This is an optimization exercise on Yosys and OpenROAD, whose aim is small area, a short achievable clock period and few clock cycles per item, not a production implementation. RTL that was checked went through simulation tests only; none was proved equivalent to the original.

Design bch, start of the top module:
module bch (
	input  logic        i_clk,
	input  logic        i_arst_n,
	input  logic        i_set,
	input  logic [63:0] i_data,
	output logic        o_ready,
	output logic        o_finish,
	output logic [9:0]  o_data
);
Size in the first run: roughly 79 I/O pins, ~14000 um^2 of cells after synthesis.
Settings: LEC_CHECK=0, ABC_AREA=1, CAP_MARGIN=20, CORE_MARGIN=2, CORE_UTILIZATION=40, SLEW_MARGIN=20; clock period 6.5 ns.
run.sh (not shown) runs the stock make flow with config.mk's settings and CLKGATE_MAP_FILE= SYNTH_SCRIPT=/design/flow/synth_recipe.tcl, a recipe that flattens the netlist after the stock synthesis.
Rerun with:
--- a/flow/config.mk
+++ b/flow/config.mk
@@ -11,0 +12 @@
+export SETUP_SLACK_MARGIN = 3.0
The changed run passed the timing, design-rule and antenna checks.
Utilization rises by 2.5 points.
Die area is unchanged.
Cell area rises by a few percent.
Sequential share of layout area falls by 0.62 points.
Setup slack gets better by 0.92 ns.
Synthesized area is unchanged.
Rerun with:
--- a/flow/config.mk
+++ b/flow/config.mk
@@ -8 +8 @@
-export ABC_AREA = 1
+export ABC_CLOCK_PERIOD_IN_PS = 3000
=> Critical path depth increases by 7; cell area is higher by 3.3%.
Function was not checked in any run of this note: the RTL went through the layout flow alone.

Setup of v23:
Another version of the RTL of bch (not shown whole).
Size in the first run: roughly 2,300 cells after synthesis, about 120 flip-flops, ~79 I/O pins.
clock: 6.5 ns
lec_check: 0
abc_area: 1
cap_margin: 20
core_margin: 2
core_utilization: 60
setup_slack_margin: 3.0
slew_margin: 20
Looking at the reports, v23 completed the entire flow and the layout it produced met the timing, design-rule and antenna checks.
[inputs] v32 vs v23
Settings: CORE_UTILIZATION changed from 60 to 40; SETUP_SLACK_MARGIN changed from 3.0 to 3.4.
==> flow/flow/run.sh (new file) <==
#!/bin/bash
# Standard layout, but the port buffers are sky130_fd_sc_hd__buf_4 instead of the delay
# buffer buffer_ports picks by default. Everything else is the standard flow's own flow (standard.sh).
set -euo pipefail
bash standard.sh "BUFFER_PORTS_ARGS=-buffer_cell sky130_fd_sc_hd__buf_4" finish > standard.log 2>&1
==> flow/standard.sh (new file) <==
#!/bin/bash
# synth_recipe.tcl (not shown) runs the flow's synth.tcl, then flattens the netlist and writes it again
# the make line also repeats each setting of config.mk as NAME=value (left out here)
make -C /OpenROAD-flow-scripts/flow DESIGN_CONFIG=/design/flow/config.mk WORK_HOME=/design/flow/orfs CLKGATE_MAP_FILE= SYNTH_SCRIPT=/design/flow/synth_recipe.tcl "${@:-finish}"
removed: flow/run.sh
- For v32, the launch point of the worst path was qt[0], unlike v23, where it was i_data[1].
- Against v23, v32 reports a global-route usage that is lower.
- Between v23 and v32, transition at the pin with the smallest max-transition slack decreased.
- Headroom to the max-slew limit: v32 vs v23 up 4.5 points
- Re design area: v23 was lower than v32.
Setup changes, v32 to v22
Settings: SETUP_SLACK_MARGIN: 3.4 -> 3.0.
==> flow/run.sh (new file) <==
#!/bin/bash
# synth_recipe.tcl (not shown) runs the flow's synth.tcl, then flattens the netlist and writes it again
# the make line also repeats each setting of config.mk as NAME=value (left out here)
make -C /OpenROAD-flow-scripts/flow DESIGN_CONFIG=/design/flow/config.mk WORK_HOME=/design/flow/orfs CLKGATE_MAP_FILE= SYNTH_SCRIPT=/design/flow/synth_recipe.tcl finish
removed: flow/flow/run.sh
removed: flow/standard.sh
### Flow results
v22 reached the end of the flow, and the finished layout is clean on the timing, design-rule and antenna checks. Post-layout instance area improves in v22 relative to v32. NOTE: routed length on met1 in v22 falls short of that of v32. Diff v22..v32 | die area | unchanged.
No run of this note included a check of the RTL's function; only the layout flow was run.

== job 3278 ==
bch, a different RTL version from the one above (not shown whole).
Size in the first run: roughly 1800 cells after synthesis, about 120 flip-flops, about 79 I/O pins.
clock: 6.5 ns
lec_check: 0
abc_area: 1
cap_margin: 20
core_margin: 2
core_utilization: 40
cts_buf_list: sky130_fd_sc_hd__clkbuf_4 sky130_fd_sc_hd__clkbuf_8
cts_cluster_size: 30
setup_slack_margin: 3.75
slew_margin: 20
standard.sh (not shown) runs the stock make flow with config.mk's settings and CLKGATE_MAP_FILE= SYNTH_SCRIPT=/design/flow/synth_recipe.tcl, a recipe that flattens the netlist after the stock synthesis.
==> flow/flow/run.sh <==
#!/bin/bash
# Standard layout, but the port buffers are sky130_fd_sc_hd__buf_2 instead of the delay
# buffer buffer_ports picks by default. Everything else is the standard flow's own flow (standard.sh).
set -euo pipefail
bash standard.sh "BUFFER_PORTS_ARGS=-buffer_cell sky130_fd_sc_hd__buf_2" finish > standard.log 2>&1
The flow did not stop early for job 3278: all stages ran, and the layout cleared the timing, design-rule and antenna checks.
Testbench counts of job 3278, summed over its fixed seeds: cycles 3,193, items 192.
Edits applied to the flow inputs when going from job 3278 to job 2713:
-- flow/config.mk --
<<< job 3278, line 12
export CTS_BUF_LIST = sky130_fd_sc_hd__clkbuf_4 sky130_fd_sc_hd__clkbuf_8
export CTS_CLUSTER_SIZE = 30
export SETUP_SLACK_MARGIN = 3.75
>>> job 2713, line 12
export SETUP_SLACK_MARGIN = 3.95
Notes after the runs:
Part of the cycle the worst path needs: lower on job 2713. Between job 3278 and job 2713, relative area of non-clock buffer cells in the final design increased. Worst hold slack after final layout: job 2713 vs job 3278, no meaningful difference. Of the two values seen for type of the worst setup path, in2reg was produced by job 3278 and reg2reg by job 2713. Per the comparison of job 2713 with job 3278, slack of the worst reg-to-reg path now sits lower; last weighted congestion value of the routability-driven placer now sits higher; critical path depth now sits higher; fraction of area in clock buffers and inverters now sits higher; sequential share of layout area now sits lower.
## Diff of input files: job 6098 against job 2713
-- flow/config.mk --
<<< job 2713, line 12
export SETUP_SLACK_MARGIN = 3.95
>>> job 6098, line 12
export SETUP_SLACK_MARGIN = 3.7
==> comparison <==
Job 6098 completed end to end with timing, DRC and antenna clean.
Measured against each other, job 2713 and job 6098 differ in clock period minus worst slack, the higher figure coming from job 6098.
Diff job 2713 -> job 6098: via count decreased 715, post-layout worst setup margin lost 0.070 ns.
Going from job 2713 to job 6098, met1 wire length dropped about 3.2%, critical-path maximum fanout went down.
Of the two values seen for destination of the critical timing path, acc3[1] was produced by job 6098 and r_33[1] by job 2713.
When job 6098 is measured against job 2713, its number of clock buffers in the layout turns out 1 lower.
The inputs of job 5524 differ from those of job 6098 as listed below.
-- flow/config.mk --
<<< job 6098, line 12
export SETUP_SLACK_MARGIN = 3.7
>>> job 5524, line 12
export CTS_BUF_LIST = sky130_fd_sc_hd__clkbuf_4 sky130_fd_sc_hd__clkbuf_8
export CTS_CLUSTER_SIZE = 30
export SETUP_SLACK_MARGIN = 3.8
==> comparison <==
- In job 5524 the weighted congestion reported at the end of routability-driven placement turned out about 4% higher than in job 6098.
- Job 5524 has global routing met2 resource utilization above what job 6098 had.
- Changes observed in job 5524 relative to job 6098: worst hold slack rose by 0.0064 ns; number of sequential storage elements held steady; overall via count from detail_route increased 185.
- Per the comparison of job 5524 with job 6098, clock-pin slew on the worst setup and hold paths higher; arrival time at the worst endpoint lower; final critical-path setup slack higher.

run 3:
Another version of the RTL of bch (not shown whole).
Size: about 79 I/O pins.
make LEC_CHECK=0 ABC_AREA=1 CAP_MARGIN=20 CORE_MARGIN=2 CORE_UTILIZATION=40 SETUP_SLACK_MARGIN=4.0 SLEW_MARGIN=20 finish   # period 6.5 ns
run.sh (not shown) runs the stock make flow with config.mk's settings and CLKGATE_MAP_FILE= SYNTH_SCRIPT=/design/flow/synth_recipe.tcl, a recipe that flattens the netlist after the stock synthesis.
Stock flow here: none of the scripts above is used.
Run 3: full flow OK, the timing, design-rule and antenna checks passed
Here is what was changed in the inputs of run 4 compared with run 3.
# run 3
export LEC_CHECK = 0
export ABC_AREA = 1
export CAP_MARGIN = 20
export CORE_MARGIN = 2
export CORE_UTILIZATION = 40
export SETUP_SLACK_MARGIN = 4.0
export SLEW_MARGIN = 20
create_clock -name core_clock -period 6.5 [get_ports {i_clk}]
# run 4
export LEC_CHECK = 0
export ABC_AREA = 1
export CAP_MARGIN = 20
export CORE_MARGIN = 2
export CORE_UTILIZATION = 40
export SETUP_SLACK_MARGIN = 3.6
export SLEW_MARGIN = 20
create_clock -name core_clock -period 6.5 [get_ports {i_clk}]
## What came out
For run 3, the beginning of the critical path was r_33[2], unlike run 4, where it was qt[1].
Comparing run 3 and run 4, fmax is lower on run 3.
Run 4 ran to completion and came out clean on the timing, design-rule and antenna checks.
Per the comparison of run 4 with run 3, number of max-slew violations in the final report flat, actual transition at the worst max-transition pin has increased, wire length now smaller.
No run of this note included a check of the RTL's function; only the layout flow was run.

== amber ==
Another version of the RTL of bch (not shown whole).
Size in the first run: ~1900 cells after synthesis, about 120 flip-flops, ~13000 sq um of cells after synthesis.
clock: 6.5 ns
lec_check: 0
abc_area: 1
cap_margin: 20
core_margin: 2
core_utilization: 40
setup_slack_margin: 3.8
slew_margin: 20
standard.sh (not shown) runs the stock make flow with config.mk's settings and CLKGATE_MAP_FILE= SYNTH_SCRIPT=/design/flow/synth_recipe.tcl, a recipe that flattens the netlist after the stock synthesis.
==> flow/flow/run.sh <==
#!/bin/bash
# Standard layout, but the port buffers are sky130_fd_sc_hd__buf_4 instead of the delay
# buffer buffer_ports picks by default. Everything else is the standard flow's own flow (standard.sh).
set -euo pipefail
bash standard.sh "BUFFER_PORTS_ARGS=-buffer_cell sky130_fd_sc_hd__buf_4" finish > standard.log 2>&1
amber: done, clean on timing, DRC and antenna
For quartz, these inputs were changed with respect to amber:
Settings: a change of SETUP_SLACK_MARGIN from 3.8 to 3.6.
==> comparison <==
Every run (quartz and amber) finished clean.
quartz vs amber — number of post-CTS setup repair buffers dropped 32.
The lower estimated wirelength of the detail-placed design of quartz and amber is in quartz.
quartz: mean number of vias per cell is 0.032 lower than what amber reported.
A worst setup path startpoint of i_data[18] is what quartz shows, while r_33[1]$_DFF_P_ belongs to amber.
No run of this note included a check of the RTL's function; only the layout flow was run.

-- separate check: timing with driven ports --
How much do the figures lean on ideal ports? The routed layouts below were timed once more, with nothing changed but the port constraints.
Step 1 (the two cells are an assumption about what drives the block):
set clk [get_ports {i_clk}]
set_driving_cell -lib_cell sky130_fd_sc_hd__clkbuf_16 $clk
set_driving_cell -lib_cell sky130_fd_sc_hd__buf_2 [delete_from_list [all_inputs] $clk]
Step 2, shift: input delay + t, output delay - t, t = (earliest + latest rising clock arrival at the registers) / 2. This alone moves slack from input paths to output paths.
a / b / c = no drivers / after step 1 / after step 2; a / b = the first two.
run | t, ns | setup slack, ns | worst register clock-pin slew, ns | worst slew at a driven data input, ns
the first run of note 1 | 0.410 | 2.107 / 2.107 / 2.107 | 0.09 / 0.09 | 0.04
the second run of note 1 | 0.407 | 3.025 / 3.058 / 2.651 | 0.08 / 0.08 | 0.04
the third run of note 1 | 0.402 | 2.755 / 2.755 / 2.707 | 0.09 / 0.09 | 0.03
v23 | 0.458 | 3.119 / 3.141 / 2.689 | 0.06 / 0.06 | 0.05
v32 | 0.476 | 3.443 / 3.443 / 3.141 | 0.06 / 0.06 | 0.04
v22 | 0.479 | 3.212 / 3.240 / 2.762 | 0.07 / 0.07 | 0.04
job 3278 | 0.476 | 3.727 / 3.740 / 3.264 | 0.09 / 0.09 | 0.05
job 2713 | 0.458 | 3.803 / 3.803 / 3.399 | 0.07 / 0.07 | 0.06
job 6098 | 0.453 | 3.733 / 3.749 / 3.296 | 0.06 / 0.06 | 0.04
job 5524 | 0.475 | 3.823 / 3.838 / 3.364 | 0.09 / 0.09 | 0.04
run 3 | 0.502 | 3.125 / 3.125 / 3.125 | 0.08 / 0.08 | 0.06
run 4 | 0.510 | 3.209 / 3.209 / 3.209 | 0.08 / 0.08 | 0.04
amber | 0.455 | 3.694 / 3.694 / 3.383 | 0.07 / 0.07 | 0.05
quartz | 0.467 | 3.645 / 3.654 / 3.197 | 0.06 / 0.06 | 0.05
After both steps setup and hold are still met in every run listed. For job 3278, which loses most, drivers alone change the setup slack by +0.013 ns; drivers and shift together by -0.463 ns.
